This design comes from an exercise in tuning for small area, a short achievable clock period and few clock cycles per item on the open sky130 flow, not from production work. Only simulation tests tie the RTL to the original design; equivalence was not proved.

## design/flow/run.sh

```bash
#!/bin/bash
# synth_recipe.tcl (not shown) runs the flow's synth.tcl, then flattens the netlist and writes it again
# the make line also repeats each setting of config.mk as NAME=value (left out here)
make -C /OpenROAD-flow-scripts/flow DESIGN_CONFIG=/design/flow/config.mk WORK_HOME=/design/flow/orfs CLKGATE_MAP_FILE= SYNTH_SCRIPT=/design/flow/synth_recipe.tcl finish
```

## design/flow/config.mk

```make
export PLATFORM = sky130hd
export DESIGN_NAME = fx_dot2_top
export DESIGN_NICKNAME = fx_dot2_top
export VERILOG_FILES = /design/flow/design.v
export SDC_FILE = /design/flow/constraint.sdc
export NUM_CORES = 4
export LEC_CHECK = 0
export CAP_MARGIN = 20
export CORE_MARGIN = 2
export CORE_UTILIZATION = 40
export SLEW_MARGIN = 20
```

## design/flow/constraint.sdc

```tcl
create_clock -name core_clock -period 7.0 [get_ports {clk}]
set_input_delay 1.4000 -clock core_clock [delete_from_list [all_inputs] [get_ports {clk}]]
set_output_delay 1.4000 -clock core_clock [all_outputs]
set_load 0.01 [all_outputs]
```

## design/flow/design.v

```verilog
package fx_pkg;
    localparam int FX_WIDTH = 16;
    localparam int FX_QFRAC = 8;
    localparam int FX_MUL_LATENCY = 3;
    typedef enum logic {
        COMB_ADD = 1'b0,     
        COMB_SUB = 1'b1      
    } fx_comb_op_e;
endpackage
`timescale 1ns/1ps
module fx_mul #(
    parameter int WIDTH   = fx_pkg::FX_WIDTH,
    parameter int QFRAC   = fx_pkg::FX_QFRAC,
    parameter int LATENCY = fx_pkg::FX_MUL_LATENCY
) (
    input  logic                    clk,
    input  logic                    rst_n,
    input  logic                    op_valid,
    input  logic signed [WIDTH-1:0] op_a,
    input  logic signed [WIDTH-1:0] op_b,
    output logic                    op_ready,
    output logic                    valid,
    input  logic                    ready,
    output logic signed [WIDTH-1:0] result
);
    localparam logic signed [2*WIDTH-1:0] HALF_LSB =
        {{(2*WIDTH-1){1'b0}}, 1'b1} << (QFRAC - 1);
    logic [LATENCY-1:0]        v_pipe;                  
    logic signed [2*WIDTH-1:0] prod_raw;
    logic signed [2*WIDTH-1:0] prod_q;                  
    logic signed [2*WIDTH-1:0] prod_rnd;
    logic signed [WIDTH-1:0]   d_pipe [1:LATENCY-1];    
    logic                      shift_en;
    logic                      head_en;
    logic                      accept;
    assign shift_en = ready || !v_pipe[LATENCY-1];
    assign head_en  = shift_en || !v_pipe[0];
    assign op_ready = head_en;
    assign accept   = op_valid && head_en;
    assign prod_raw = op_a * op_b;    
    assign prod_rnd = (prod_q + HALF_LSB) >>> QFRAC;
    always_ff @(posedge clk or negedge rst_n) begin
        if (!rst_n) begin
            v_pipe <= '0;
        end else begin
            if (head_en)
                v_pipe[0] <= accept;
            if (shift_en)
                v_pipe[LATENCY-1:1] <= v_pipe[LATENCY-2:0];
        end
    end
    always_ff @(posedge clk) begin
        if (head_en)
            prod_q <= prod_raw;
        if (shift_en) begin
            d_pipe[1] <= prod_rnd[WIDTH-1:0];
            for (int i = LATENCY - 1; i >= 2; i--)
                d_pipe[i] <= d_pipe[i-1];
        end
    end
    assign valid  = v_pipe[LATENCY-1];
    assign result = d_pipe[LATENCY-1];
endmodule
`timescale 1ns/1ps
module fx_sum_sat #(
    parameter int WIDTH = fx_pkg::FX_WIDTH
) (
    input  logic                    clk,
    input  logic                    rst_n,
    input  logic                    mode,     
    input  logic                    lane0_valid,
    input  logic                    lane1_valid,
    input  logic signed [WIDTH-1:0] lane0_result,
    input  logic signed [WIDTH-1:0] lane1_result,
    output logic                    lane_ready,
    output logic                    valid_out,
    input  logic                    ready_in,
    output logic signed [WIDTH-1:0] result,
    output logic                    sat
);
    localparam logic signed [WIDTH-1:0] SAT_MAX = {1'b0, {(WIDTH-1){1'b1}}};
    localparam logic signed [WIDTH-1:0] SAT_MIN = {1'b1, {(WIDTH-1){1'b0}}};
    logic signed [WIDTH:0]   sum_ext;       
    logic signed [WIDTH-1:0] result_nxt;
    logic                    sat_nxt;
    logic                    both_valid;
    logic                    load;
    assign both_valid = lane0_valid && lane1_valid;
    assign lane_ready = !valid_out || ready_in;
    assign load       = lane_ready && both_valid;
    always_comb begin
        if (mode == fx_pkg::COMB_SUB)
            sum_ext = lane0_result - lane1_result;
        else
            sum_ext = lane0_result + lane1_result;
    end
    always_comb begin
        if (sum_ext[WIDTH] == sum_ext[WIDTH-1]) begin
            result_nxt = sum_ext[WIDTH-1:0];
            sat_nxt    = 1'b0;
        end else if (sum_ext[WIDTH]) begin
            result_nxt = SAT_MIN;    
            sat_nxt    = 1'b1;
        end else begin
            result_nxt = SAT_MAX;    
            sat_nxt    = 1'b1;
        end
    end
    always_ff @(posedge clk or negedge rst_n) begin
        if (!rst_n)
            valid_out <= 1'b0;
        else if (lane_ready)
            valid_out <= both_valid;
    end
    always_ff @(posedge clk) begin
        if (load) begin
            result <= result_nxt;
            sat    <= sat_nxt;
        end
    end
endmodule
`timescale 1ns/1ps
module fx_dot2_top #(
    parameter int WIDTH   = fx_pkg::FX_WIDTH,
    parameter int QFRAC   = fx_pkg::FX_QFRAC,
    parameter int LATENCY = fx_pkg::FX_MUL_LATENCY
) (
    input  logic                    clk,
    input  logic                    rst_n,
    input  logic                    mode,     
    input  logic                    valid_in,
    output logic                    ready_out,
    input  logic signed [WIDTH-1:0] a0,
    input  logic signed [WIDTH-1:0] b0,
    input  logic signed [WIDTH-1:0] a1,
    input  logic signed [WIDTH-1:0] b1,
    output logic                    valid_out,
    input  logic                    ready_in,
    output logic signed [WIDTH-1:0] result,
    output logic                    sat
);
    logic                    lane0_valid;
    logic                    lane1_valid;
    logic signed [WIDTH-1:0] lane0_result;
    logic signed [WIDTH-1:0] lane1_result;
    logic                    lane_ready;    
    logic lane0_in_ready;
    logic lane1_in_ready;
    assign ready_out      = lane0_in_ready;    
    fx_mul #(
        .WIDTH   (WIDTH),
        .QFRAC   (QFRAC),
        .LATENCY (LATENCY)
    ) lane0_mul_i (
        .clk    (clk),
        .rst_n  (rst_n),
        .op_valid (valid_in),
        .op_a     (a0),
        .op_b     (b0),
        .op_ready (lane0_in_ready),
        .valid  (lane0_valid),
        .ready  (lane_ready),
        .result (lane0_result)
    );
    fx_mul #(
        .WIDTH   (WIDTH),
        .QFRAC   (QFRAC),
        .LATENCY (LATENCY)
    ) lane1_mul_i (
        .clk    (clk),
        .rst_n  (rst_n),
        .op_valid (valid_in),
        .op_a     (a1),
        .op_b     (b1),
        .op_ready (lane1_in_ready),
        .valid  (lane1_valid),
        .ready  (lane_ready),
        .result (lane1_result)
    );
    fx_sum_sat #(
        .WIDTH (WIDTH)
    ) comb_i (
        .clk          (clk),
        .rst_n        (rst_n),
        .mode         (mode),
        .lane0_valid  (lane0_valid),
        .lane1_valid  (lane1_valid),
        .lane0_result (lane0_result),
        .lane1_result (lane1_result),
        .lane_ready   (lane_ready),
        .valid_out    (valid_out),
        .ready_in     (ready_in),
        .result       (result),
        .sat          (sat)
    );
endmodule
```

==> impl_metrics.yaml <==
finish:
  final_layout_size_suffix_gt1_frac: 0.108
  design_area_sq_um: 24200
  syn_to_final_growth_pct: 17.6
  antennaDiodeCount: 0
  nets: 2933
hold_path:
  hold_end: "lane0_mul_i.d_pipe[2][1]$_DFFE_PP_"
  min_from: "lane0_mul_i.d_pipe[1][1]$_DFFE_PP_"
  hp-class: "flop to flop"
  hold_depth: 0
timing:
  hold_violations: 0
  slew_violations: 0
  worst_pin_slew_ns: 0.870
  skew_ns: 0.00647
  rsz0062_at_grt: "no"
  finalSetupViolCount: 0
  timing.final.crit_period_ns: 6.81
  fin_crit_sh: 0.973
  slew_headroom: 0.418
  max_freq_ghz: 0.147
job:
  cap_viol_max_count: 0
setup_path:
  cp_data_required_time_ns: 7.15
  r2r_cells: 15
  worstPathArrival_ns: 6.96
  cp-end-kind: "flop"
  cp-start-kind: "input port"
  crit_family: "adder cells"
  cp_slowest_cell: "fa_1"
  path_class: "input port to flop"
  cp_slowest_stage_delay_ns: 0.54
  r2r-end: "comb_i.result[13]$_DFFE_PP_"
  critical_path_buf_inv_count: 5
  cpMostUsedCell: "fa_1"
  r2r_slack_ns: 2.52
  path_max_fanout: 4
  reg2reg_from: "lane1_mul_i.d_pipe[2][0]$_DFFE_PP_"
  cp_cell_sequence: "clkdlybuf4s50_1 > and2_1 > fa_1 > inv_1 > fa_1 > fa_1 > fa_1 > inv_1 > fa_1 > inv_1 > fa_1 > inv_1 > ha_1 > o21ai_1 > a21oi_1 > a311oi_2 > nand2b_4 > o31ai_4 > o221a_4 > a311oi_2 > xor2_1"
grt:
  grt_pass1_wl_mm: 74.5
  antenna_found_initial: 1
  grt_pass1_vias: 15200
  grt_usage: 0.173
  grt.overflow.total: 0
  grt_max_degree: 35
placement:
  portBuffers: 87
  place.detailed.hpwl_mm: 37.9
  postPlaceCellArea_sq_um: 23300
  globalplace.congestion: 0.839
clock_network:
  cts_buffers: 17
  cts-root-buf: "clkbuf_16"
  cts_buffer_depth: 2
  tritoncts: "yes"
  path_clk_slew_ns: 0.06
  hold_buffers: 0
  cts_sinks: 122
  clk_latency_ns: 0.41
  htree_num_levels: 4
die:
  core_sq_um: 51100
  die_height_um: 231
  die_area_sq_um: 53200
  die_x_um: 231
  io-pin-count: 88
  rows: 83
  initial_utilization: 0.402
drt:
  drt-pass1-iter-count: 4
  vias_per_cell: 4.71
  drt_wl_total_mm: 43.9
  wire_per_inst_um: 14.5
  ant_nets: 0
  vias: 14200
  drcViolationCount: 0
  drtIter0Drc: 631
yosys:
  synth_ff_type: "edfxtp_1"
  synth_cell_types: 68
  synth-xor-area-share: 0.0592
  synthAdderAreaFrac: 0.460
  syn-instance-count: 2120
  synthArstFlopShare: 0.0574
  syn_nets: 2721
  yosysWarnings: 3
  synth-compound-area-share: 0.0438
  yosys.area.top_type: "fa_1"
  yosysMostFrequentCell: "inv_1"
  synth_top_family_by_area: "adder cells"
  netlist_area_sq_um: 20600
  yosys-top-cells-count: "inv_1, fa_1, nand2_1"
  synth_area_leaders: "fa_1, edfxtp_1, ha_1, inv_1, and2_1"
  synth_edf_count: 115
  netlist.area_leader.share: 0.363
  synthMuxAreaShare: 0.00158
  yosys.area_share.simple: 0.154
  ys_ff_latch: 122
  syn_area_per_cell_sq_um: 9.70
  ys_seq_area_frac: 0.176
outcome:
  status: "timing/DRC/antenna clean"
[worst max-delay path by stage]
stage | startpoint | endpoint | slack [ns] | depth (start not counted)
floorplan | b1[1] | lane1_mul_i.prod_q[23]$_DFFE_PN_ | 0.06 | 20
global placement | a1[5] | lane1_mul_i.prod_q[23]$_DFFE_PN_ | -0.47 | 21
detailed placement | a1[5] | lane1_mul_i.prod_q[23]$_DFFE_PN_ | -0.57 | 21
CTS | a1[7] | lane1_mul_i.prod_q[23]$_DFFE_PN_ | 0.005 | 21
global route | b1[6] | lane1_mul_i.prod_q[23]$_DFFE_PN_ | 0.001 | 22
finish | b1[6] | lane1_mul_i.prod_q[23]$_DFFE_PN_ | 0.19 | 21
[logic make-up (layout without fill, tap and decap cells)]
group,after synthesis,count (layout)
AOI/OAI and AO/OA,133,133
and+or+nand+nor,620,620
muxes,3,3
DFF,122,122
adders and majority gates,533,533
buffers and inverters,571,796
xor gates and xnor gates,138,138
[cells in the final DEF (no fill, tap or decap), types with 8 or more instances in the layout]
cell,instances
o21ai_1,8
dlymetal6s2s_1,23
edfxtp_1,115
xnor2_1,102
nand2_1,243
and3_1,10
a21o_1,10
and2_1,219
nor2_1,47
clkbuf_16,17
o21ai_0,14
inv_1,498
buf_4,168
nor3_1,18
xor2_1,35
ha_1,157
o21a_1,8
fa_1,371
nand3_1,29
clkdlybuf4s50_1,61
nand2b_1,17
a21oi_1,35
o21ai_2,8
[registers in the layout, summed over array words and instances, names as in the netlist]
signal and flops:
comb_i.result 16, comb_i.sat 1, comb_i.valid_out 1, lane0_mul_i.d_pipe 32
lane0_mul_i.prod_q 17, lane0_mul_i.v_pipe 3, lane1_mul_i.d_pipe 32, lane1_mul_i.prod_q 17
lane1_mul_i.v_pipe 3
[what timing repair did]
item | 4_1_cts | 5_1_grt
pin swaps | 0 | 10
resized for setup | 6 | 50
gates cloned | 0 | 1
endpoints found under the setup margin | 4 | 14
buffers inserted | 0 | 5
[layout make-up]
class                      count  area [sq um]
multi-input combinational   1427         14900
timing repair buffer         265          2320
inverter                     499          1870
fill                        4853         26900
clock buffer                  17           425
tap                          680           851
sequential                   122          3630
clock inverter                15           200
[per-layer routing]
layer / vias up / GRT usage / part of all wire
li1: 6826 / - / -
met1: 7144 / 0.232 / 0.45
met2: 220 / 0.300 / 0.49
met3: 50 / 0.0208 / 0.033
met4: 2 / 0.0373 / 0.018
met5: - / 0 / 0.00030
[metrics by stage]
step                utilization  cells  worst slack, ns  setup TNS, ns  hold WS (ns)
floorplan                     -   2120           0.0571              0         0.400
global placement          0.457   2987           -0.471          -4.47         0.403
detailed placement        0.457   2987           -0.573          -6.10         0.405
CTS                       0.469   3019          0.00477              0         0.412
global route              0.473   3025          0.00116              0         0.415
finish                    0.473   3025            0.188              0         0.413
Testbench counts, summed over its fixed seeds: cycles 4,160, items 4,096.

## static timing again, ports no longer ideal
How much do the figures lean on ideal ports? The routed layout below was timed once more, with nothing changed but the port constraints. Step 1 assumes that a clkbuf_16 drives the clock port and a buf_2 every other input. Step 2 times the ports against the registers' clock, not the clock port: input delays grow and output delays shrink by t, the midpoint of the rising clock arrivals with the driver on. Three values: ideal ports, drivers, drivers and shift; two values: the first two.
shift t [ns]: 0.449
slack for setup (ns): 0.188 / 0.210 / -0.239
cell pins on the clock port's net: 1
Met with ideal ports but missed after step 2: setup timing in this run. For this run, drivers alone change the setup slack by +0.022 ns; drivers and shift together by -0.427 ns.
